Background: an optimization exercise with open tools, aiming at small area. Do not read the settings as production practice. Only simulation tests tie the RTL to the original design; equivalence was not proved. Power figures rest on the tool's default switching activity, not on a simulated workload.

**design/flow/config.mk**
```make
export PLATFORM = sky130hd
export DESIGN_NAME = regfile_sb
export DESIGN_NICKNAME = regfile_sb
export VERILOG_FILES = /design/flow/design.v
export SDC_FILE = /design/flow/constraint.sdc
export NUM_CORES = 4
export LEC_CHECK = 0
export CAP_MARGIN = 20
export CORE_MARGIN = 2
export CORE_UTILIZATION = 40
export SLEW_MARGIN = 20
export SYNTH_HIERARCHICAL = 1
```
**design/flow/constraint.sdc**
```tcl
create_clock -name core_clock -period 7.0 [get_ports {clk}]
set_input_delay 1.4000 -clock core_clock [delete_from_list [all_inputs] [get_ports {clk}]]
set_output_delay 1.4000 -clock core_clock [all_outputs]
set_load 0.01 [all_outputs]
```
**design/flow/design.v**
```verilog
module regfile_sb_dec #(
    parameter int ADDR_W = 5
) (
    input  logic [ADDR_W-1:0]     addr,
    output logic [2**ADDR_W-1:1]  sel
);
    always_comb begin
        for (int i = 1; i < 2 ** ADDR_W; i++) sel[i] = (addr == ADDR_W'(i));
    end
endmodule
module regfile_sb_wbit (
    input  logic we,
    input  logic wd,
    input  logic hold,
    input  logic q,
    output logic d
);
    assign d = (we & wd) | (hold & q);
endmodule
module regfile_sb_aoi3 (
    input  logic [2:0] sel,
    input  logic [2:0] d,
    output logic       y_n
);
    assign y_n = ~|(sel & d);
endmodule
module regfile_sb_nand11 (
    input  logic [10:0] y_n,
    output logic        q
);
    assign q = ~&y_n;
endmodule
module regfile_sb_rdbit (
    input  logic [30:0] sel,
    input  logic [30:0] d,
    output logic        q
);
    logic [10:0] y_n;
    for (genvar k = 0; k < 10; k++) begin : g_aoi
        regfile_sb_aoi3 u_aoi (.sel(sel[3*k +: 3]), .d(d[3*k +: 3]), .y_n(y_n[k]));
    end
    assign y_n[10] = ~(sel[30] & d[30]);
    regfile_sb_nand11 u_or (.y_n(y_n), .q(q));
endmodule
module regfile_sb #(
    parameter int XLEN   = 32,
    parameter int ADDR_W = 5
) (
    input  logic              clk,
    input  logic              rst,
    output logic              ready,
    input  logic [ADDR_W-1:0] address_1,
    input  logic [ADDR_W-1:0] address_2,
    output logic [XLEN-1:0]   read_data_1,
    output logic [XLEN-1:0]   read_data_2,
    output logic              busy_1,
    output logic              busy_2,
    input  logic              write_enable_3,
    input  logic [ADDR_W-1:0] address_3,
    input  logic [XLEN-1:0]   write_data_3,
    input  logic              reserve_enable,
    input  logic [ADDR_W-1:0] reserve_address
);
    localparam int DEPTH = 2 ** ADDR_W;
    localparam int NREG  = DEPTH - 1;
    logic [ADDR_W-1:0] ptr_q;
    assign ready = (ptr_q == '0);
    always_ff @(posedge clk) begin
        if (rst)         ptr_q <= ADDR_W'(1);
        else if (!ready) ptr_q <= ptr_q + ADDR_W'(1);
    end
    logic [DEPTH-1:1] wsel, rsel;
    regfile_sb_dec #(.ADDR_W(ADDR_W)) u_decw (.addr(address_3),       .sel(wsel));
    regfile_sb_dec #(.ADDR_W(ADDR_W)) u_decr (.addr(reserve_address), .sel(rsel));
    logic            run;
    logic [NREG-1:0] row_we, row_hold, row_rsv;
    assign run = ready && !rst;
    always_comb begin
        for (int i = 0; i < NREG; i++) begin
            row_we[i]   = run && write_enable_3 && wsel[i+1];
            row_hold[i] = run && !(write_enable_3 && wsel[i+1]);
            row_rsv[i]  = run && reserve_enable && rsel[i+1];
        end
    end
    logic [NREG-1:0] mem_q [XLEN];
    logic [NREG-1:0] mem_d [XLEN];
    logic [NREG-1:0] busy_q;
    for (genvar b = 0; b < XLEN; b++) begin : g_bit
        for (genvar i = 0; i < NREG; i++) begin : g_reg
            regfile_sb_wbit u_w (.we(row_we[i]), .wd(write_data_3[b]), .hold(row_hold[i]),
                                 .q(mem_q[b][i]), .d(mem_d[b][i]));
        end
        always_ff @(posedge clk) mem_q[b] <= mem_d[b];
    end
    always_ff @(posedge clk) begin
        if (rst) busy_q <= '0;
        else     busy_q <= row_rsv | (busy_q & row_hold);
    end
    logic [DEPTH-1:1] sel1, sel2;
    regfile_sb_dec #(.ADDR_W(ADDR_W)) u_dec1 (.addr(address_1), .sel(sel1));
    regfile_sb_dec #(.ADDR_W(ADDR_W)) u_dec2 (.addr(address_2), .sel(sel2));
    for (genvar b = 0; b < XLEN; b++) begin : g_rd
        regfile_sb_rdbit u_rd1 (.sel(sel1), .d(mem_q[b]), .q(read_data_1[b]));
        regfile_sb_rdbit u_rd2 (.sel(sel2), .d(mem_q[b]), .q(read_data_2[b]));
    end
    regfile_sb_rdbit u_rb1 (.sel(sel1), .d(busy_q), .q(busy_1));
    regfile_sb_rdbit u_rb2 (.sel(sel2), .d(busy_q), .q(busy_2));
endmodule
```
**design/flow/run.sh**
```bash
#!/bin/bash
# synth_recipe.tcl (not shown) runs the flow's synth.tcl, then flattens the netlist and writes it again
# the make line also repeats each setting of config.mk as NAME=value (left out here)
make -C /OpenROAD-flow-scripts/flow DESIGN_CONFIG=/design/flow/config.mk WORK_HOME=/design/flow/orfs CLKGATE_MAP_FILE= SYNTH_SCRIPT=/design/flow/synth_recipe.tcl finish
```
==> qor.csv, run 1 <==
stage,metric,value,unit
run_status,status,timing/DRC/antenna clean,
worst_setup_path,crit_path_end_kind,output port,
clocking,cts-buffers-inserted,108,
global_routing,first_global_vias,38200,
worst_setup_path,crit_path_cell_trace,clkdlybuf4s50_1 > nand2b_1 > nor2_4 > buf_4 > a222oi_1 > nand4_1 > or3_1 > clkdlybuf4s50_1,
timing,relSlewSlack,22.2,%
worst_setup_path,crit_arrival,5.04,ns
timing,finalHoldViolCount,0,
logic_synthesis,synthFlopType,dfxtp_1,
clocking,clk_pin_slew_worst_paths,0.06,ns
global_routing,grt_use_total,35.9,%
floorplanning,die_h,322,um
worst_setup_path,crit_path_max_fanout,19,
placed_design,dp.cells,5011,
worst_setup_path,critPathLaunchType,primary input,
timing,setup-violations-final,0,
global_routing,grt_pass1_wl,275000,um
min_path,min_to,mem_q[10][22],
timing,slew_violations,0,
clocking,cts_tree,done,
global_routing,grt_max_degree,70,
clocking,clock-sinks,1028,
min_path,hold_class,flop to flop,
clocking,root_buffer,clkbuf_16,
placed_design,dpl_worst_slack,0.731,ns
routing,drt_first_pass_iters,13,
timing,worst_pin_slew,1.16,ns
timing,layout_min_cycle_time,6.44,ns
logic_synthesis,synthCells,3434,
logic_synthesis,ys_warn_count,11,
worst_setup_path,required,5.60,ns
clocking,clockBufferDepth,3,
logic_synthesis,async_flop_share,0,%
logic_synthesis,syn-cell-area,0.0404,mm2
clocking,clk_latency,0.69,ns
final_layout,drive_gt1_share,15.1,%
routing,ant_nets,0,
timing,tns,0,ns
min_path,hold_depth,1,
global_routing,antenna_found_initial,7,
timing,timing.fmax,0.155,GHz
timing,fin_ws,0.558,ns
logic_synthesis,yosysSeqAreaShare,50.9,%
floorplanning,dieArea,0.104,mm2
logic_synthesis,synth_nets,3492,
worst_setup_path,r2r_slack,3.91,ns
floorplanning,initial_utilization,40.4,%
worst_setup_path,cpMostUsedCell,clkdlybuf4s50_1,
power,p_per_area,273,mW/mm2
logic_synthesis,avgSynthCellArea,11.8,um2
final_layout,layout_common_cells,"dfxtp_1, a22o_1, a222oi_1",
final_layout,fin_nets,3883,
placed_design,hpwl,114000,um
worst_setup_path,reg2reg_to,mem_q[0][26],
worst_setup_path,cp_slowest_cell,clkdlybuf4s50_1,
routing,num_vias,40600,
worst_setup_path,r2r_start,ptr_q[0],
floorplanning,fp.dieW,322,um
timing,finClkSkew,0.0200,ns
clocking,h-tree-depth,3,
min_path,min-delay-start,mem_q[10][22],
routing,vias_per_cell,7.79,
placed_design,port_buffers,122,
routing,wl,194000,um
timing,rsz0062_at_grt,no,
floorplanning,io_pins,123,
floorplanning,rows,116,
placed_design,routabilityCongestion,0.920,
logic_synthesis,yosysUniqueCellTypes,33,
clocking,ctsHoldBuffers,0,
routing,drc,0,
worst_setup_path,critical_path_class,primary input to output port,
clocking,cts_resized,0,
floorplanning,fp.coreArea,0.100,mm2
logic_synthesis,synth_edf_count,0,
worst_setup_path,path_buf_inv,3,
routing,post_drt_wl_per_cell,37.1,um
final_layout,stdcell_count,5215,
power,vdd_drop_max,311,uV
worst_setup_path,cpPeakStageDelay,0.63,ns
worst_setup_path,r2r_cells,7,
final_layout,final_common_cell,dfxtp_1,
global_routing,grt-ovfl-total,0,
power,leakagePower,17.6,nW
logic_synthesis,ys_ff_latch,1028,
timing,min_period_over_period,92.0,%
clocking,cts_setup_buffers,0,
run,maxCapViolations,0,
final_layout,fillers,8918,
worst_setup_path,critPathTopFamily,simple AND/OR/NAND/NOR gates,
final_layout,area_delta_synth_final,22.2,%
routing,drtIter0Drc,10000,
Yosys stat by module, one instance, submodules excluded, a selection:
module             flip-flops and latches  copies in the design  cells  cell area [um2]
regfile_sb                           1028                     1   1268            22400
regfile_sb_aoi3                         0                   660      1             10.0
regfile_sb_nand11                       0                    66      4             23.8
regfile_sb_rdbit                        0                    66      1             3.75
regfile_sb_wbit                         0                   992      1             8.76
metrics by stage:
step	cell area (um2)	hold slack (ns)	util [%]	total power [mW]
2_1_floorplan	40400	0.460	-	6.62
3_3_place_gp	45600	0.474	45.5	7.51
3_5_place_dp	45600	0.476	45.5	7.51
4_1_cts	49300	0.497	49.3	13.4
5_1_grt	49400	0.508	49.3	13.7
6_report	49400	0.497	49.3	13.5
routing by layer:
| metal | GRT usage (%) | vias up | part of all wire, % |
|---|---|---|---|
| li1 | - | 16500 | - |
| met1 | 47.8 | 19700 | 38 |
| met2 | 51.1 | 3704 | 41 |
| met3 | 11.2 | 762 | 15 |
| met4 | 20.2 | 6 | 6.8 |
| met5 | 0.426 | - | 0.041 |
kinds of logic (layout without fill, tap and decap cells):
| kind of cell | count (synthesis) | in the layout | synth area share, % |
|---|---|---|---|
| xor+xnor | 1 | 1 | 0.0217 |
| other cells | 0 | 6 | 0 |
| fa+ha+maj | 2 | 2 | 0.0619 |
| mux | 3 | 3 | 0.0774 |
| flops | 1028 | 1028 | 50.9 |
| simple gates | 637 | 637 | 8.72 |
| compound gates | 1716 | 1716 | 39.6 |
| buf+inv | 47 | 524 | 0.591 |
synth_stat cells (8+ instances only):
cell type | number | area [um2]
dfxtp_1 | 1028 | 20600
a22o_1 | 992 | 8690
a222oi_1 | 660 | 6610
nand2_1 | 132 | 495
nand4_1 | 132 | 826
nor2_1 | 126 | 473
nand3_1 | 71 | 355
or3_1 | 70 | 438
a211oi_2 | 31 | 388
a21bo_2 | 31 | 310
nor3_2 | 31 | 310
clkbuf_1 | 30 | 113
nor3b_1 | 23 | 173
nand3b_1 | 12 | 90.1
or3b_4 | 12 | 135
nand2b_1 | 10 | 62.6
buf_6 | 8 | 90.1
nor3b_2 | 8 | 100
state kept, by name (all words and copies together), names as in the netlist:
| signal | cells |
|---|---|
| mem_q | 992 |
| ptr_q | 5 |
| busy_q | 31 |
worst max-delay path by stage:
| stage | depth (start not counted) | from | to |
|---|---|---|---|
| 3_3_place_gp | 7 | address_1[4] | read_data_1[2] |
| 5_1_grt | 8 | address_1[4] | read_data_1[23] |
| 6_report | 8 | address_1[4] | read_data_1[23] |
| 3_5_place_dp | 8 | address_1[4] | read_data_1[13] |
| 4_1_cts | 8 | address_2[4] | read_data_2[2] |
| 2_1_floorplan | 6 | address_1[4] | busy_1 |
power breakdown:
group          internal, mW  total (mW)  switching [mW]
clock                  3.50        6.02            2.52
sequential             5.88        5.90          0.0268
combinational         0.227        1.57            1.35
cell type report:
type                       instances  area [um2]  share of cell area, %
antenna                            6        15.0                 0.0304
multi-input combinational       2359       20400                   41.4
clock buffer                     156        3230                   6.55
inverter                           3        11.3                 0.0228
tap                             1298        1620                   3.29
timing repair buffer             325        3000                   6.08
sequential                      1028       20600                   41.7
clock inverter                    40         495                   1.00
==> run 2, diff against run 1 <==
--- a/design/flow/design.v
+++ b/design/flow/design.v
@@ -1,4 +1,6 @@
 module regfile_sb_dec #(
-    parameter int ADDR_W = 5
+    parameter int ADDR_W = 5,
+    parameter bit USE_EN = 1'b1
 ) (
+    input  logic                  en,
     input  logic [ADDR_W-1:0]     addr,
@@ -7,3 +9,3 @@
     always_comb begin
-        for (int i = 1; i < 2 ** ADDR_W; i++) sel[i] = (addr == ADDR_W'(i));
+        for (int i = 1; i < 2 ** ADDR_W; i++) sel[i] = (en || !USE_EN) && (addr == ADDR_W'(i));
     end
@@ -18,2 +20,10 @@
     assign d = (we & wd) | (hold & q);
+endmodule
+module regfile_sb_bbit (
+    input  logic rsv,
+    input  logic hold,
+    input  logic q,
+    output logic d
+);
+    assign d = rsv | (hold & q);
 endmodule
@@ -71,5 +81,2 @@
     end
-    logic [DEPTH-1:1] wsel, rsel;
-    regfile_sb_dec #(.ADDR_W(ADDR_W)) u_decw (.addr(address_3),       .sel(wsel));
-    regfile_sb_dec #(.ADDR_W(ADDR_W)) u_decr (.addr(reserve_address), .sel(rsel));
     logic            run;
@@ -77,9 +84,7 @@
     assign run = ready && !rst;
-    always_comb begin
-        for (int i = 0; i < NREG; i++) begin
-            row_we[i]   = run && write_enable_3 && wsel[i+1];
-            row_hold[i] = run && !(write_enable_3 && wsel[i+1]);
-            row_rsv[i]  = run && reserve_enable && rsel[i+1];
-        end
-    end
+    regfile_sb_dec #(.ADDR_W(ADDR_W)) u_decw (
+        .en(run && write_enable_3), .addr(address_3), .sel(row_we));
+    regfile_sb_dec #(.ADDR_W(ADDR_W)) u_decr (
+        .en(run && reserve_enable), .addr(reserve_address), .sel(row_rsv));
+    assign row_hold = {NREG{run}} & ~row_we;
     logic [NREG-1:0] mem_q [XLEN];
@@ -94,9 +99,10 @@
     end
-    always_ff @(posedge clk) begin
-        if (rst) busy_q <= '0;
-        else     busy_q <= row_rsv | (busy_q & row_hold);
+    logic [NREG-1:0] busy_d;
+    for (genvar i = 0; i < NREG; i++) begin : g_busy
+        regfile_sb_bbit u_b (.rsv(row_rsv[i]), .hold(row_hold[i]), .q(busy_q[i]), .d(busy_d[i]));
     end
+    always_ff @(posedge clk) busy_q <= busy_d;
     logic [DEPTH-1:1] sel1, sel2;
-    regfile_sb_dec #(.ADDR_W(ADDR_W)) u_dec1 (.addr(address_1), .sel(sel1));
-    regfile_sb_dec #(.ADDR_W(ADDR_W)) u_dec2 (.addr(address_2), .sel(sel2));
+    regfile_sb_dec #(.ADDR_W(ADDR_W), .USE_EN(1'b0)) u_dec1 (.en(1'b1), .addr(address_1), .sel(sel1));
+    regfile_sb_dec #(.ADDR_W(ADDR_W), .USE_EN(1'b0)) u_dec2 (.en(1'b1), .addr(address_2), .sel(sel2));
     for (genvar b = 0; b < XLEN; b++) begin : g_rd
==> design/flow/flow/run.sh (new file) <==
#!/bin/bash
# Standard ORFS layout (the standard.sh), with two changes: clock tree
# synthesis with larger sink clusters of small clock buffers and no dummy
# loads, and port buffers of the smallest buffer cell.
set -euo pipefail
export CTS_ARGS="-sink_clustering_enable -repair_clock_nets -dont_use_dummy_load -sink_clustering_size 18 -sink_clustering_max_diameter 60 -buf_list {sky130_fd_sc_hd__clkbuf_8}"
export BUFFER_PORTS_ARGS="-buffer_cell sky130_fd_sc_hd__buf_1"
bash standard.sh finish > standard.log 2>&1
==> design/flow/standard.sh (new file) <==
#!/bin/bash
# synth_recipe.tcl (not shown) runs the flow's synth.tcl, then flattens the netlist and writes it again
# the make line also repeats each setting of config.mk as NAME=value (left out here)
make -C /OpenROAD-flow-scripts/flow DESIGN_CONFIG=/design/flow/config.mk WORK_HOME=/design/flow/orfs CLKGATE_MAP_FILE= SYNTH_SCRIPT=/design/flow/synth_recipe.tcl "${@:-finish}"
--- a/design/flow/config.mk
+++ b/design/flow/config.mk
@@ -9,3 +9,3 @@
 export CORE_MARGIN = 2
-export CORE_UTILIZATION = 40
+export CORE_UTILIZATION = 45
 export SLEW_MARGIN = 20
removed: design/flow/run.sh
==> run 2 against run 1 <==
  * Largest cell class unchanged
  * Global-route usage grew 7.7 points
  * Cell area shrank 9.3%
  * Wire length grew 5.9%
  * First-iteration DRC count grew 3.0%
  * Sequential power is essentially flat
  * Maximum frequency grew 7.9%
  * Clock skew grew 0.026 ns
  * Critical path depth is the same
  * Clock-buffer cell count shrank 77
  * Worst setup slack gained 0.47 ns
  * Largest power group is now registers
  * Highest routed layer unchanged
==> qor.csv, run 2 <==
stage,metric,value,unit,change
run_status,status,timing/DRC/antenna clean,,unchanged
timing,min_period_over_period,85.3,%,was 92.0%
min_path,min-delay-start,busy_q[22],,was mem_q[10][22]
min_path,min_to,busy_q[22],,was mem_q[10][22]
placed_design,routabilityCongestion,1.01,,was 0.920
final_layout,largest_register,mem_q,,unchanged
timing,relSlewSlack,13.3,%,was 22.2%
timing,setup-violations-final,0,,unchanged
worst_setup_path,crit_path_max_fanout,30,,was 19
worst_setup_path,crit_path_end_kind,output port,,unchanged
final_layout,final_common_cell,dfxtp_1,,unchanged
global_routing,antenna_found_initial,22,,was 7
routing,drtIter0Drc,10300,,was 10000
worst_setup_path,reg2reg_to,mem_q[18][26],,was mem_q[0][26]
worst_setup_path,cp_slowest_cell,a222oi_1,,was clkdlybuf4s50_1
clocking,root_buffer,clkbuf_8,,was clkbuf_16
timing,finClkSkew,0.0457,ns,was 0.0200 ns
worst_setup_path,r2r_cells,11,,was 7
timing,finalHoldViolCount,0,,unchanged
final_layout,drive_gt1_share,11.0,%,was 15.1%
global_routing,grt_use_total,43.6,%,was 35.9%
clocking,clk_latency,0.71,ns,was 0.69 ns
min_path,hold_depth,1,,unchanged
routing,post_drt_wl_per_cell,42.5,um,was 37.1 um
clocking,cts-buffers-inserted,79,,was 108
final_layout,final_area,0.0448,mm2,was 0.0494 mm2
floorplanning,die_h,300,um,was 322 um
final_layout,regArea,0.0206,mm2,unchanged
clocking,ctsHoldBuffers,0,,unchanged
final_layout,layout_common_cells,"dfxtp_1, a22o_1, a222oi_1",,unchanged
routing,wl,205000,um,was 194000 um
clocking,clockBufferDepth,3,,unchanged
global_routing,grt_pass1_wl,286000,um,was 275000 um
timing,slew_violations,0,,unchanged
final_layout,largestRegisters,"mem_q x992, busy_q x31, ptr_q x5",,unchanged
clocking,h-tree-depth,3,,unchanged
worst_setup_path,crit_path_cell_trace,buf_1 > or2_2 > nor2_4 > buf_4 > a222oi_1 > nand4_1 > or3_1 > buf_1,,was clkdlybuf4s50_1 > nand2b_1 > nor2_4 > buf_4 > a222oi_1 > nand4_1 > or3_1 > clkdlybuf4s50_1
floorplanning,io_pins,123,,unchanged
routing,drc,0,,unchanged
worst_setup_path,crit_arrival,4.57,ns,was 5.04 ns
timing,tns,0,ns,unchanged
timing,layout_min_cycle_time,5.97,ns,was 6.44 ns
clocking,clock-sinks,1028,,unchanged
timing,worst_pin_slew,1.30,ns,was 1.16 ns
logic_synthesis,ys_warn_count,12,,was 11
routing,vias_per_cell,8.53,,was 7.79
floorplanning,rows,108,,was 116
worst_setup_path,cpMostUsedCell,buf_1,,was clkdlybuf4s50_1
timing,timing.fmax,0.167,GHz,was 0.155 GHz
worst_setup_path,r2r_start,ptr_q[0],,unchanged
final_layout,fin_nets,3710,,was 3883
worst_setup_path,critPathLaunchType,primary input,,unchanged
worst_setup_path,required,5.60,ns,about the same
clocking,clk_pin_slew_worst_paths,0.09,ns,was 0.06 ns
global_routing,grt_max_degree,42,,was 70
worst_setup_path,cpPeakStageDelay,0.93,ns,was 0.63 ns
global_routing,first_global_vias,39600,,was 38200
routing,drt_first_pass_iters,14,,was 13
run,maxCapViolations,0,,unchanged
final_layout,fillers,7614,,was 8918
global_routing,grt-ovfl-total,0,,unchanged
routing,ant_nets,0,,unchanged
placed_design,placed_cell_area,0.0434,mm2,was 0.0456 mm2
clocking,cts_resized,0,,unchanged
timing,rsz0062_at_grt,no,,unchanged
floorplanning,dieArea,0.0899,mm2,was 0.104 mm2
final_layout,largest_reg_flops,992,,unchanged
worst_setup_path,critical_path_class,primary input to output port,,unchanged
routing,num_vias,41100,,was 40600
logic_synthesis,synth_nets,3346,,was 3492
power,p_per_area,235,mW/mm2,was 273 mW/mm2
final_layout,area_delta_synth_final,13.7,%,was 22.2%
clocking,cts_setup_buffers,0,,unchanged
power,vdd_drop_max,268,uV,was 311 uV
logic_synthesis,syn-cell-area,0.0394,mm2,was 0.0404 mm2
final_layout,multi_input_area,0.0196,mm2,was 0.0204 mm2
placed_design,hpwl,125000,um,was 114000 um
worst_setup_path,r2r_slack,2.18,ns,was 3.91 ns
clocking,cts_tree,done,,unchanged
floorplanning,fp.dieW,300,um,was 322 um
min_path,hold_class,flop to flop,,unchanged
logic_synthesis,avgSynthCellArea,12.0,um2,was 11.8 um2
floorplanning,fp.coreArea,0.0868,mm2,was 0.100 mm2
placed_design,port_buffers,122,,unchanged
power,leakagePower,15.8,nW,was 17.6 nW
floorplanning,initial_utilization,45.4,%,was 40.4%
logic_synthesis,synthCells,3288,,was 3434
==> run 2: worst max-delay path: cells and delay by family <==
family / cells / cell delay (ns)
AOI/OAI and AO/OA: 1 / 0.93
and+or+nand+nor: 4 / 1.43
buffers and inverters: 3 / 0.78
==> run 2: per-layer routing <==
layer | wire (um) | part of all wire [%] | vias to the layer above | track usage, %
li1 | - | - | 15900 | -
met1 | 71200 | 35 | 19900 | 53.5
met2 | 82400 | 40 | 4205 | 61.7
met3 | 34500 | 17 | 1086 | 18.4
met4 | 16700 | 8.1 | 20 | 29.6
met5 | 207 | 0.10 | - | 0.847
==> run 2: final cells by class <==
| cell class | count | area share [%] |
|---|---|---|
| sequential | 1028 | 45.9 |
| multi-input combinational | 2237 | 43.7 |
| timing repair buffer | 303 | 4.63 |
| tap | 1155 | 3.23 |
| clock buffer | 79 | 2.43 |
| antenna | 14 | 0.0782 |
| inverter | 3 | 0.0251 |
==> run 2: worst max-delay path by stage <==
stage,from,to,slack [ns],cells after the start
floorplan,rst,mem_q[0][30],2.12,7
global placement,address_2[3],read_data_2[6],1.22,8
detailed placement,address_2[3],read_data_2[2],1.28,8
CTS,address_2[3],read_data_2[2],1.26,8
global route,address_2[3],read_data_2[2],1.13,8
finish,address_2[3],read_data_2[2],1.03,8
==> run 2: report_power, final <==
group / internal (mW) / switching, mW
combinational: 0.229 / 1.42
clock: 1.01 / 1.95
sequential: 5.87 / 0.0258
total: 7.12 / 3.40
==> run 2: through the flow <==
step	cells	total power, mW	hold WS (ns)	utilization (%)	worst slack, ns
after floorplan	3288	6.56	0.446	-	2.12
after global placement	4710	7.47	0.457	49.9	1.22
after detailed placement	4714	7.51	0.469	50.0	1.28
after CTS	4793	10.3	0.489	51.3	1.26
after global routing	4810	10.7	0.510	51.6	1.13
final	4819	10.5	0.489	51.6	1.03
==> run 3, diff against run 2 <==
--- a/design/flow/config.mk
+++ b/design/flow/config.mk
@@ -9,3 +9,3 @@
 export CORE_MARGIN = 2
-export CORE_UTILIZATION = 45
+export CORE_UTILIZATION = 50
 export SLEW_MARGIN = 20
==> run 3 against run 2 <==
  * Still clean
  * Cell area decreased by 1.1%
  * Clock power is essentially flat
  * Flip-flop and latch count is the same
==> qor.csv, run 3 <==
stage,metric,value,unit,change
floorplanning,rows,102,,was 108
timing,worst_pin_slew,1.32,ns,was 1.30 ns
clocking,root_buffer,clkbuf_8,,unchanged
clocking,cts_tree,done,,unchanged
final_layout,area_delta_synth_final,12.4,%,was 13.7%
worst_setup_path,crit_arrival,4.59,ns,was 4.57 ns
global_routing,grt_max_degree,42,,unchanged
logic_synthesis,ys_warn_count,12,,unchanged
logic_synthesis,synth_nets,3346,,unchanged
clocking,h-tree-depth,3,,unchanged
routing,drtIter0Drc,10700,,was 10300
min_path,min-delay-start,busy_q[11],,was busy_q[22]
worst_setup_path,path_buf_inv,2,,was 3
timing,setup-violations-final,0,,unchanged
final_layout,largest_reg_flops,992,,unchanged
worst_setup_path,crit_start,address_1[3],,was address_2[3]
final_layout,stdcell_count,4683,,was 4819
routing,wl,198000,um,was 205000 um
placed_design,dp.cells,4592,,was 4714
worst_setup_path,cpPeakStageDelay,0.73,ns,was 0.93 ns
power,vdd_drop_max,299,uV,was 268 uV
power,leakagePower,15.7,nW,was 15.8 nW
final_layout,largest_register,mem_q,,unchanged
timing,rsz0062_at_grt,no,,unchanged
final_layout,layout_common_cells,"dfxtp_1, a22o_1, a222oi_1",,unchanged
worst_setup_path,cp_slowest_cell,nand2b_1,,was a222oi_1
logic_synthesis,syn-cell-area,0.0394,mm2,unchanged
timing,relSlewSlack,11.8,%,was 13.3%
global_routing,antenna_found_initial,7,,was 22
min_path,hold_class,flop to flop,,unchanged
global_routing,grt_use_total,46.6,%,was 43.6%
worst_setup_path,critPathTopFamily,simple AND/OR/NAND/NOR gates,,unchanged
floorplanning,initial_utilization,50.7,%,was 45.4%
timing,slew_violations,0,,unchanged
final_layout,drive_gt1_share,10.6,%,was 11.0%
clocking,clock-sinks,1028,,unchanged
global_routing,first_global_vias,39000,,was 39600
worst_setup_path,r2r_start,ptr_q[0],,unchanged
clocking,cts-buffers-inserted,77,,was 79
placed_design,hpwl,115000,um,was 125000 um
worst_setup_path,crit_path_cell_trace,buf_1 > nand2b_1 > nor2_4 > a222oi_1 > nand4_1 > or3_1 > buf_1,,was buf_1 > or2_2 > nor2_4 > buf_4 > a222oi_1 > nand4_1 > or3_1 > buf_1
clocking,clockBufferDepth,3,,unchanged
worst_setup_path,critPathLaunchType,primary input,,unchanged
clocking,ctsHoldBuffers,0,,unchanged
floorplanning,fp.dieW,285,um,was 300 um
worst_setup_path,crit_path_max_fanout,33,,was 30
final_layout,finish.utilization,57.0,%,was 51.6%
worst_setup_path,crit_path_end_kind,output port,,unchanged
global_routing,grt-ovfl-total,0,,unchanged
placed_design,port_buffers,122,,unchanged
floorplanning,dieArea,0.0811,mm2,was 0.0899 mm2
timing,tns,0,ns,unchanged
logic_synthesis,synthCells,3288,,unchanged
timing,whs,0.484,ns,was 0.489 ns
final_layout,fin_nets,3692,,was 3710
routing,drt_first_pass_iters,12,,was 14
placed_design,routabilityCongestion,1.01,,about the same
floorplanning,io_pins,123,,unchanged
timing,min_period_over_period,85.5,%,was 85.3%
routing,drc,0,,unchanged
final_layout,largestRegisters,"mem_q x992, busy_q x31, ptr_q x5",,unchanged
worst_setup_path,cpMostUsedCell,buf_1,,unchanged
floorplanning,fp.coreArea,0.0777,mm2,was 0.0868 mm2
worst_setup_path,required,5.60,ns,about the same
clocking,cts_setup_buffers,0,,unchanged
timing,finalHoldViolCount,0,,unchanged
timing,layout_min_cycle_time,5.99,ns,was 5.97 ns
run,maxCapViolations,0,,unchanged
run_status,status,timing/DRC/antenna clean,,unchanged
logic_synthesis,avgSynthCellArea,12.0,um2,unchanged
clocking,clk_latency,0.75,ns,was 0.71 ns
timing,finClkSkew,0.0628,ns,was 0.0457 ns
routing,num_vias,40800,,was 41100
routing,ant_nets,0,,unchanged
routing,vias_per_cell,8.71,,was 8.53
floorplanning,die_h,285,um,was 300 um
clocking,cts_resized,0,,unchanged
routing,post_drt_wl_per_cell,42.4,um,was 42.5 um
final_layout,final_common_cell,dfxtp_1,,unchanged
clocking,clk_pin_slew_worst_paths,0.04,ns,was 0.09 ns
power,p_per_area,234,mW/mm2,was 235 mW/mm2
worst_setup_path,critical_path_class,primary input to output port,,unchanged
global_routing,grt_pass1_wl,278000,um,was 286000 um
timing,timing.fmax,0.167,GHz,about the same
-- run 3: final timing paths --
path,slack (ns),to,cells after the start
worst min-delay path,0.48,busy_q[11],1
worst max register to register,2.08,mem_q[8][30],9
worst min register to register,0.48,busy_q[11],1
worst max-delay path,1.01,read_data_1[6],7
-- run 3: routing by layer --
metal	global-route usage (%)	vias up	part of all wire (%)
met2	65.9	4188	40
met1	58.5	19700	35
met5	0.640	-	0.052
met4	34.6	5	8.9
li1	-	15800	-
met3	16.2	1070	16
-- run 3: area by class of cell --
cell class / count / area (um2)
diodes: 11 / 27.5
inverters: 3 / 11.3
multi-input cells: 2237 / 19600
repair buffers: 287 / 1770
flip-flops and latches: 1028 / 20600
fillers: 6520 / 33400
clock buffers: 77 / 1060
well taps: 1040 / 1300
-- run 3: power by group --
group	switching (mW)	leakage, nW	internal [mW]	total (mW)
clock	1.97	0.554	0.989	2.95
sequential	0.0259	8.28	5.87	5.90
combinational	1.34	6.86	0.186	1.53
total	3.33	15.7	7.05	10.4
-- run 3: per-stage QoR --
step / setup slack, ns / area (um2) / power [mW]
after floorplan: 2.12 / 39400 / 6.56
after global placement: 1.26 / 43100 / 7.42
after detailed placement: 1.24 / 43100 / 7.44
after CTS: 1.24 / 44200 / 10.2
after global routing: 0.995 / 44300 / 10.5
final: 1.01 / 44300 / 10.4
-- run 3: worst reg2reg max path, delay by kind of cell, from the launching register on --
kind / cells / cell delay (ns)
adder cells (fa/ha/maj): 1 / 0.13
AND/OR/NAND/NOR: 5 / 3.48
buffers and inverters: 2 / 0.44
flip-flops: 1 / 0.36
AO/OA/AOI/OAI: 1 / 0.36
==> run 4, diff against run 3 <==
--- a/design/flow/config.mk
+++ b/design/flow/config.mk
@@ -9,3 +9,3 @@
 export CORE_MARGIN = 2
-export CORE_UTILIZATION = 50
+export CORE_UTILIZATION = 55
 export SLEW_MARGIN = 20
==> run 4 against run 3 <==
  * Cell count decreased by 2.3%
  * Total power decreased by 1.4%
  * Register-to-register slack improved by 0.38 ns
  * Critical path depth unchanged
  * Die area decreased by 9.0%
  * Flip-flop and latch count unchanged
  * Clock skew decreased by 0.029 ns
  * Combinational power decreased by 3%
  * Non-clock buffer count decreased by 16
  * Maximum frequency decreased by 1.3%
  * Largest cell class unchanged
  * Clock power decreased by 3%
==> qor.csv, run 4 <==
stage,metric,value,unit,change
run_status,status,timing/DRC/antenna clean,,unchanged
worst_setup_path,cpMostUsedCell,buf_1,,unchanged
clocking,cts_setup_buffers,0,,unchanged
clocking,clk_pin_slew_worst_paths,0.09,ns,was 0.04 ns
timing,worst_pin_slew,1.34,ns,was 1.32 ns
timing,finClkSkew,0.0338,ns,was 0.0628 ns
routing,drc,0,,unchanged
routing,wl,187000,um,was 198000 um
power,p_per_area,232,mW/mm2,was 234 mW/mm2
global_routing,antenna_found_initial,19,,was 7
final_layout,layout_common_cells,"dfxtp_1, a22o_1, a222oi_1",,unchanged
routing,post_drt_wl_per_cell,41.0,um,was 42.4 um
clocking,cts-buffers-inserted,74,,was 77
run,maxCapViolations,0,,unchanged
global_routing,grt_max_degree,34,,was 42
clocking,clk_latency,0.74,ns,was 0.75 ns
final_layout,finish.utilization,61.8,%,was 57.0%
worst_setup_path,crit_path_end_kind,output port,,unchanged
global_routing,grt_use_total,48.3,%,was 46.6%
logic_synthesis,avgSynthCellArea,12.0,um2,unchanged
clocking,root_buffer,clkbuf_8,,unchanged
timing,setup-violations-final,0,,unchanged
routing,drtIter0Drc,10200,,was 10700
routing,drt_first_pass_iters,14,,was 12
timing,tns,0,ns,unchanged
floorplanning,fp.dieW,272,um,was 285 um
final_layout,fin_nets,3673,,was 3692
worst_setup_path,critPathTopFamily,simple AND/OR/NAND/NOR gates,,unchanged
timing,layout_min_cycle_time,6.06,ns,was 5.99 ns
routing,num_vias,40600,,was 40800
timing,timing.fmax,0.165,GHz,was 0.167 GHz
routing,ant_nets,0,,unchanged
final_layout,stdcell_count,4575,,was 4683
worst_setup_path,cp_slowest_cell,a222oi_1,,was nand2b_1
min_path,hold_class,flop to flop,,unchanged
worst_setup_path,crit_path_cell_trace,buf_1 > nand2b_1 > nor2_4 > a222oi_1 > nand4_1 > or3_1 > buf_1,,unchanged
timing,slew_violations,0,,unchanged
logic_synthesis,syn-cell-area,0.0394,mm2,unchanged
routing,vias_per_cell,8.87,,was 8.71
clocking,ctsHoldBuffers,0,,unchanged
logic_synthesis,ys_warn_count,12,,unchanged
clocking,cts_tree,done,,unchanged
final_layout,largestRegisters,"mem_q x992, busy_q x31, ptr_q x5",,unchanged
worst_setup_path,crit_path_max_fanout,33,,unchanged
floorplanning,dieArea,0.0738,mm2,was 0.0811 mm2
final_layout,final_common_cell,dfxtp_1,,unchanged
placed_design,port_buffers,122,,unchanged
floorplanning,fp.coreArea,0.0712,mm2,was 0.0777 mm2
power,leakagePower,15.6,nW,was 15.7 nW
final_layout,area_delta_synth_final,11.8,%,was 12.4%
global_routing,grt-ovfl-total,0,,unchanged
placed_design,dp.cells,4484,,was 4592
final_layout,largest_reg_flops,992,,unchanged
floorplanning,die_h,272,um,was 285 um
floorplanning,io_pins,123,,unchanged
timing,min_period_over_period,86.6,%,was 85.5%
global_routing,grt_pass1_wl,266000,um,was 278000 um
timing,relSlewSlack,10.3,%,was 11.8%
logic_synthesis,synth_nets,3346,,unchanged
logic_synthesis,synthCells,3288,,unchanged
clocking,clock-sinks,1028,,unchanged
power,total_power,10.2,mW,was 10.4 mW
worst_setup_path,critPathLaunchType,primary input,,unchanged
floorplanning,rows,98,,was 102
floorplanning,initial_utilization,55.3,%,was 50.7%
clocking,clockBufferDepth,3,,unchanged
worst_setup_path,path_buf_inv,2,,unchanged
placed_design,routabilityCongestion,1.00,,was 1.01
worst_setup_path,cpPeakStageDelay,0.69,ns,was 0.73 ns
final_layout,drive_gt1_share,10.1,%,was 10.6%
worst_setup_path,required,5.60,ns,about the same
placed_design,hpwl,108000,um,was 115000 um
timing,finalHoldViolCount,0,,unchanged
power,vdd_drop_max,211,uV,was 299 uV
worst_setup_path,crit_arrival,4.66,ns,was 4.59 ns
global_routing,first_global_vias,38900,,was 39000
final_layout,fillers,5839,,was 6520
timing,rsz0062_at_grt,no,,unchanged
worst_setup_path,critical_path_class,primary input to output port,,unchanged
clocking,h-tree-depth,3,,unchanged
final_layout,largest_register,mem_q,,unchanged
clocking,cts_resized,0,,unchanged
-- run 4: cell types whose count changed in the layout (fill, tap and decap cells not counted), sizes merged --
cell | previous run | this run
diode | 11 | 12
clkbuf | 79 | 75
buf | 285 | 270
-- run 4: report_power, final --
part	internal (mW)	leakage, nW	total, mW	switching [mW]
logic	0.186	6.77	1.48	1.29
registers	5.87	8.28	5.90	0.0257
clock network	0.954	0.532	2.86	1.90
total	7.01	15.6	10.2	3.22
-- run 4: path summary, 6_finish.rpt --
| check | from | to | slack (ns) | cells after the start |
|---|---|---|---|---|
| max | address_1[4] | read_data_1[1] | 0.94 | 7 |
| min reg2reg | busy_q[7] | busy_q[7] | 0.49 | 1 |
| min | busy_q[7] | busy_q[7] | 0.49 | 1 |
| max reg2reg | ptr_q[0] | mem_q[8][2] | 2.46 | 10 |
-- run 4: cell type report --
class	instances	area, um2	share of cell area (%)
antenna	12	30.0	0.0682
clock buffer	74	1020	2.31
inverter	3	11.3	0.0256
multi-input combinational	2237	19600	44.4
sequential	1028	20600	46.7
tap	950	1190	2.70
timing repair buffer	271	1660	3.76
-- run 4: metal layers --
metal | share of wire (%) | wire length, um | up-vias | track usage [%]
met4 | 9.4 | 17600 | 12 | 38.1
met1 | 34 | 62800 | 19500 | 59.0
met3 | 16 | 30100 | 1126 | 16.7
li1 | - | - | 15800 | -
met5 | 0.052 | 98 | - | 0.193
met2 | 41 | 76900 | 4199 | 69.5
-- run 4: worst register-to-register path: stages (launching register included) --
cell	delay [ns]
dfxtp_1	0.36
inv_1	0.09
ha_1	0.13
or4b_4	0.68
nor3b_1	0.82
or4b_4	0.62
nor2_4	0.13
buf_4	0.61
nor3_4	0.29
buf_4	0.38
a22o_1	0.31
-- run 4: per-stage QoR --
step | hold WS [ns] | area, um2 | setup slack, ns
after CTS | 0.485 | 43900 | 1.25
final | 0.489 | 44000 | 0.937
after detailed placement | 0.464 | 42900 | 1.27
after global placement | 0.454 | 42900 | 1.33
after floorplan | 0.446 | 39400 | 2.12
after global routing | 0.506 | 44000 | 1.00
==> run 5, diff against run 4 <==
--- a/design/flow/config.mk
+++ b/design/flow/config.mk
@@ -7,6 +7,6 @@
 export LEC_CHECK = 0
-export CAP_MARGIN = 20
+export CAP_MARGIN = 10
 export CORE_MARGIN = 2
 export CORE_UTILIZATION = 55
-export SLEW_MARGIN = 20
+export SLEW_MARGIN = 10
 export SYNTH_HIERARCHICAL = 1
==> run 5 against run 4 <==
  * Sequential share of layout area grew 0.12 points
  * Total power hardly changed
  * Combinational power is essentially flat
  * Maximum frequency up 1.3%
  * Non-clock buffer count is 5 lower
  * Still clean on timing, DRC and antenna
  * Via count up 0.11%
  * Cell area fell by 0.26%
  * Largest cell class unchanged
  * Synthesized cell count is the same
  * Global-route usage did not move
  * Clock power about the same
  * Highest routed layer unchanged
==> qor.csv, run 5 <==
stage,metric,value,unit,change
floorplanning,initial_utilization,55.3,%,unchanged
timing,layout_min_cycle_time,5.98,ns,was 6.06 ns
final_layout,area_delta_synth_final,11.5,%,was 11.8%
floorplanning,fp.coreArea,0.0712,mm2,unchanged
global_routing,grt.busiest_layer,met2,,unchanged
clocking,clk_pin_slew_worst_paths,0.09,ns,about the same
timing,finClkSkew,0.0340,ns,was 0.0338 ns
worst_setup_path,critical_path_class,primary input to output port,,unchanged
clocking,clk_latency,0.75,ns,was 0.74 ns
timing,timing.fmax,0.167,GHz,was 0.165 GHz
final_layout,largest_register,mem_q,,unchanged
clocking,h-tree-depth,3,,unchanged
global_routing,grt-ovfl-total,0,,unchanged
floorplanning,rows,98,,unchanged
worst_setup_path,reg2reg_to,mem_q[8][2],,unchanged
timing,setup-violations-final,0,,unchanged
min_path,min-delay-start,busy_q[27],,was busy_q[7]
min_path,hold_depth,1,,unchanged
global_routing,use_met2,69.5,%,unchanged
final_layout,multi_input_area,0.0196,mm2,unchanged
floorplanning,fp.dieW,272,um,unchanged
worst_setup_path,r2r_cells,10,,unchanged
power,total_power,10.2,mW,about the same
logic_synthesis,synthCells,3288,,unchanged
global_routing,grt_max_degree,34,,unchanged
clocking,ctsHoldBuffers,0,,unchanged
placed_design,hpwl,108000,um,unchanged
min_path,hold_class,flop to flop,,unchanged
final_layout,fillers,5851,,was 5839
final_layout,final_common_cell,dfxtp_1,,unchanged
global_routing,use_met1,59.0,%,unchanged
final_layout,largestRegisters,"mem_q x992, busy_q x31, ptr_q x5",,unchanged
routing,wl,188000,um,was 187000 um
final_layout,drive_gt1_share,9.95,%,was 10.1%
worst_setup_path,r2r_start,ptr_q[0],,unchanged
final_layout,regArea,0.0206,mm2,unchanged
worst_setup_path,crit_path_max_fanout,33,,unchanged
clocking,cts_setup_buffers,0,,unchanged
timing,rsz0062_at_grt,no,,unchanged
run_status,status,timing/DRC/antenna clean,,unchanged
clocking,root_buffer,clkbuf_8,,unchanged
power,leakagePower,15.5,nW,was 15.6 nW
routing,ant_nets,0,,unchanged
worst_setup_path,required,5.60,ns,about the same
clocking,clockBufferDepth,3,,unchanged
global_routing,antenna_found_initial,19,,unchanged
routing,post_drt_wl_per_cell,41.0,um,about the same
placed_design,placed_cell_area,0.0429,mm2,unchanged
routing,drt_first_pass_iters,12,,was 14
worst_setup_path,r2r_slack,2.49,ns,was 2.46 ns
timing,finalHoldViolCount,0,,unchanged
worst_setup_path,crit_arrival,4.58,ns,was 4.66 ns
placed_design,port_buffers,122,,unchanged
final_layout,layout_common_cells,"dfxtp_1, a22o_1, a222oi_1",,unchanged
timing,min_period_over_period,85.5,%,was 86.6%
worst_setup_path,crit_start,address_1[3],,was address_1[4]
placed_design,routabilityCongestion,1.00,,unchanged
routing,drtIter0Drc,10100,,was 10200
routing,num_vias,40600,,about the same
global_routing,grt_pass1_wl,266000,um,unchanged
run,maxCapViolations,0,,unchanged
power,p_per_area,233,mW/mm2,was 232 mW/mm2
worst_setup_path,crit_path_end_kind,output port,,unchanged
timing,fin_ws,1.02,ns,was 0.937 ns
floorplanning,io_pins,123,,unchanged
timing,worst_pin_slew,1.42,ns,was 1.34 ns
routing,drc,0,,unchanged
global_routing,grt_use_total,48.3,%,unchanged
logic_synthesis,syn-cell-area,0.0394,mm2,unchanged
clocking,cts-buffers-inserted,74,,unchanged
routing,vias_per_cell,8.89,,was 8.87
clocking,clock-sinks,1028,,unchanged
logic_synthesis,avgSynthCellArea,12.0,um2,unchanged
global_routing,grtUsageMet3,16.7,%,unchanged
logic_synthesis,synth_nets,3346,,unchanged
timing,tns,0,ns,unchanged
final_layout,fin_nets,3668,,was 3673
global_routing,first_global_vias,38900,,unchanged
timing,relSlewSlack,5.25,%,was 10.3%
final_layout,largest_reg_flops,992,,unchanged
logic_synthesis,ys_warn_count,12,,unchanged
timing,whs,0.493,ns,was 0.489 ns
floorplanning,die_h,272,um,unchanged
power,vdd_drop_max,211,uV,about the same
final_layout,final_area,0.0439,mm2,was 0.0440 mm2
min_path,min_to,busy_q[27],,was busy_q[7]
worst_setup_path,critPathLaunchType,primary input,,unchanged
placed_design,dpl_worst_slack,1.27,ns,unchanged
floorplanning,dieArea,0.0738,mm2,unchanged
timing,slew_violations,0,,unchanged
clocking,cts_tree,done,,unchanged
clocking,cts_resized,0,,unchanged
[run 5: worst max path at each step]
stage | end | slack (ns) | depth (start not counted)
after floorplan | mem_q[0][30] | 2.12 | 7
after global placement | read_data_2[1] | 1.33 | 8
after detailed placement | read_data_2[1] | 1.27 | 8
after CTS | read_data_2[1] | 1.25 | 8
after global routing | read_data_1[28] | 1.00 | 7
final | read_data_1[17] | 1.02 | 7
[run 5: layer usage]
layer / up-vias / wire (um)
met5: - / 67
met4: 10 / 18000
met3: 1167 / 30500
met2: 4286 / 76200
met1: 19400 / 62800
li1: 15800 / -
[run 5: per-stage QoR]
stage | std cells | util [%]
5_1_grt | 4566 | 61.7
6_report | 4570 | 61.7
2_1_floorplan | 3288 | -
3_3_place_gp | 4484 | 60.2
4_1_cts | 4558 | 61.6
3_5_place_dp | 4484 | 60.2
[run 5: report_power, final]
part	leakage (nW)	switching (mW)	internal, mW
Combinational	6.72	1.29	0.184
Clock	0.532	1.90	0.954
Sequential	8.28	0.0259	5.87
Total	15.5	3.21	7.01
[run 5: worst max-delay path: stages]
cell and delay [ns]:
buf_1 0.14, nand2b_1 0.69, nor2_4 0.41, a222oi_1 0.44
nand4_1 0.71, or3_1 0.62, buf_1 0.14
[run 5: layout make-up]
class	count	area share [%]
antenna	12	0.0684
multi-input combinational	2237	44.5
inverter	3	0.0256
sequential	1028	46.8
clock buffer	74	2.32
timing repair buffer	266	3.51
tap	950	2.71
==> run 6, diff against run 5 <==
--- a/design/flow/config.mk
+++ b/design/flow/config.mk
@@ -9,3 +9,3 @@
 export CORE_MARGIN = 2
-export CORE_UTILIZATION = 55
+export CORE_UTILIZATION = 50
 export SLEW_MARGIN = 10
==> run 6 against run 5 <==
  * Total power grew 1.5%
  * Via count barely moved
  * First-iteration DRC count increased by 3.9%
  * Worst setup slack lost 0.012 ns
  * Flip-flop and latch count is the same
  * Synthesized area did not move
  * Critical endpoint is now read_data_1[6]
  * Largest cell class unchanged
  * Highest routed layer unchanged
==> qor.csv, run 6 <==
stage,metric,value,unit,change
final_layout,largest_register,mem_q,,unchanged
floorplanning,initial_utilization,50.7,%,was 55.3%
power,vdd_drop_max,298,uV,was 211 uV
power,leakagePower,15.7,nW,was 15.5 nW
global_routing,grt_max_degree,42,,was 34
worst_setup_path,cp_slowest_cell,nand2b_1,,was nand4_1
routing,drt_first_pass_iters,14,,was 12
worst_setup_path,required,5.60,ns,about the same
floorplanning,fp.dieW,285,um,was 272 um
run_status,status,timing/DRC/antenna clean,,unchanged
worst_setup_path,crit_path_cell_trace,buf_1 > nand2b_1 > nor2_4 > a222oi_1 > nand4_1 > or3_1 > buf_1,,unchanged
worst_setup_path,critPathLaunchType,primary input,,unchanged
clocking,clock-sinks,1028,,unchanged
floorplanning,io_pins,123,,unchanged
placed_design,hpwl,115000,um,was 108000 um
timing,min_period_over_period,85.7,%,was 85.5%
final_layout,area_delta_synth_final,12.2,%,was 11.5%
logic_synthesis,syn-cell-area,0.0394,mm2,unchanged
worst_setup_path,crit_path_max_fanout,33,,unchanged
logic_synthesis,synth_nets,3346,,unchanged
floorplanning,rows,102,,was 98
logic_synthesis,avgSynthCellArea,12.0,um2,unchanged
timing,slew_violations,0,,unchanged
final_layout,final_common_cell,dfxtp_1,,unchanged
final_layout,finish.utilization,56.9,%,was 61.7%
clocking,cts_tree,done,,unchanged
clocking,h-tree-depth,3,,unchanged
timing,layout_min_cycle_time,6.00,ns,was 5.98 ns
min_path,hold_class,flop to flop,,unchanged
floorplanning,fp.coreArea,0.0777,mm2,was 0.0712 mm2
global_routing,first_global_vias,39000,,was 38900
placed_design,port_buffers,122,,unchanged
timing,tns,0,ns,unchanged
worst_setup_path,crit_path_end_kind,output port,,unchanged
routing,vias_per_cell,8.70,,was 8.89
worst_setup_path,cpPeakStageDelay,0.73,ns,was 0.71 ns
clocking,cts_resized,0,,unchanged
timing,timing.fmax,0.167,GHz,about the same
clocking,cts-buffers-inserted,77,,was 74
clocking,cts_setup_buffers,0,,unchanged
worst_setup_path,critical_path_class,primary input to output port,,unchanged
final_layout,drive_gt1_share,10.5,%,was 9.95%
clocking,ctsHoldBuffers,0,,unchanged
global_routing,grt_use_total,46.6,%,was 48.3%
clocking,clk_latency,0.75,ns,about the same
final_layout,fin_nets,3689,,was 3668
worst_setup_path,cpMostUsedCell,buf_1,,unchanged
clocking,root_buffer,clkbuf_8,,unchanged
run,maxCapViolations,0,,unchanged
routing,drtIter0Drc,10500,,was 10100
timing,rsz0062_at_grt,no,,unchanged
final_layout,largestRegisters,"mem_q x992, busy_q x31, ptr_q x5",,unchanged
clocking,clk_pin_slew_worst_paths,0.04,ns,was 0.09 ns
timing,worst_pin_slew,1.37,ns,was 1.42 ns
placed_design,routabilityCongestion,1.01,,was 1.00
logic_synthesis,ys_warn_count,12,,unchanged
worst_setup_path,critPathTopFamily,simple AND/OR/NAND/NOR gates,,unchanged
timing,finalHoldViolCount,0,,unchanged
floorplanning,dieArea,0.0811,mm2,was 0.0738 mm2
timing,finClkSkew,0.0661,ns,was 0.0340 ns
floorplanning,die_h,285,um,was 272 um
global_routing,grt_pass1_wl,278000,um,was 266000 um
power,p_per_area,235,mW/mm2,was 233 mW/mm2
routing,num_vias,40700,,was 40600
worst_setup_path,path_buf_inv,2,,unchanged
global_routing,grt-ovfl-total,0,,unchanged
final_layout,layout_common_cells,"dfxtp_1, a22o_1, a222oi_1",,unchanged
clocking,clockBufferDepth,3,,unchanged
power,total_power,10.4,mW,was 10.2 mW
routing,drc,0,,unchanged
final_layout,largest_reg_flops,992,,unchanged
timing,relSlewSlack,8.53,%,was 5.25%
logic_synthesis,synthCells,3288,,unchanged
timing,setup-violations-final,0,,unchanged
routing,post_drt_wl_per_cell,42.4,um,was 41.0 um
global_routing,antenna_found_initial,7,,was 19
worst_setup_path,crit_arrival,4.60,ns,was 4.58 ns
routing,ant_nets,0,,unchanged
routing,wl,198000,um,was 188000 um
-- run 6: layer usage --
metal / global-route usage (%) / wire length, um / share of wire [%]
met1: 58.5 / 68000 / 34
met3: 16.2 / 32400 / 16
met5: 0.640 / 74 / 0.037
met2: 65.9 / 80200 / 40
met4: 34.6 / 17600 / 8.9
-- run 6: area by class of cell --
| cell class | count | area [um2] |
|---|---|---|
| Multi-Input combinational cell | 2237 | 19600 |
| Tap cell | 1040 | 1300 |
| Clock buffer | 77 | 1060 |
| Fill cell | 6525 | 33500 |
| Timing Repair Buffer | 284 | 1690 |
| Inverter | 3 | 11.3 |
| Antenna cell | 7 | 17.5 |
| Sequential cell | 1028 | 20600 |
-- run 6: worst paths after layout --
kind	from	endpoint	slack, ns	depth (start not counted)
hold reg to reg	busy_q[11]	busy_q[11]	0.49	1
setup reg to reg	ptr_q[0]	mem_q[8][30]	2.10	9
hold / removal	busy_q[11]	busy_q[11]	0.49	1
setup / recovery	address_1[3]	read_data_1[6]	1.00	7
-- run 6: stage by stage --
| stage | cell area, um2 | std cells | worst slack [ns] | hold WS (ns) |
|---|---|---|---|---|
| 2_1_floorplan | 39400 | 3288 | 2.12 | 0.446 |
| 3_3_place_gp | 43100 | 4592 | 1.26 | 0.455 |
| 3_5_place_dp | 43100 | 4592 | 1.24 | 0.465 |
| 4_1_cts | 44200 | 4669 | 1.24 | 0.480 |
| 5_1_grt | 44200 | 4675 | 0.995 | 0.498 |
| 6_report | 44200 | 4676 | 1.00 | 0.485 |
-- run 6: power by group --
group | internal, mW | switching, mW
Clock | 0.989 | 1.97
Combinational | 0.185 | 1.34
Sequential | 5.87 | 0.0258
Total | 7.05 | 3.34

## static timing again, ports no longer ideal
The results above use ideal ports. As a check the final layouts listed here were re-extracted and re-timed, cells and wires unchanged. Step 1 (the two cells are an assumption about what drives the block):
set clk [get_ports {clk}]
set_driving_cell -lib_cell sky130_fd_sc_hd__clkbuf_16 $clk
set_driving_cell -lib_cell sky130_fd_sc_hd__buf_2 [delete_from_list [all_inputs] $clk]
Step 2, shift: input delay + t, output delay - t, t = (earliest + latest rising clock arrival at the registers) / 2. This alone moves slack from input paths to output paths. Three values: no drivers, after step 1, after step 2; two values: the first two.
| run | shift t [ns] | setup WS [ns] | latest minus earliest clock arrival (ns) | worst slew at a driven data input, ns |
|---|---|---|---|---|
| run 1 | 0.765 | 0.558 / 0.537 / 0.537 | 0.035 / 0.036 | 0.08 |
| run 2 | 0.772 | 1.030 / 0.876 / 0.876 | 0.088 / 0.088 | 0.17 |
| run 3 | 0.809 | 1.015 / 0.903 / 0.903 | 0.097 / 0.097 | 0.13 |
| run 4 | 0.787 | 0.937 / 0.834 / 0.834 | 0.063 / 0.063 | 0.13 |
| run 5 | 0.783 | 1.015 / 0.914 / 0.914 | 0.063 / 0.063 | 0.12 |
| run 6 | 0.803 | 1.004 / 0.901 / 0.901 | 0.094 / 0.094 | 0.13 |
After both steps every run listed still meets setup and hold. For run 2, which loses most, drivers alone change the setup slack by -0.154 ns; drivers and shift together by -0.154 ns.
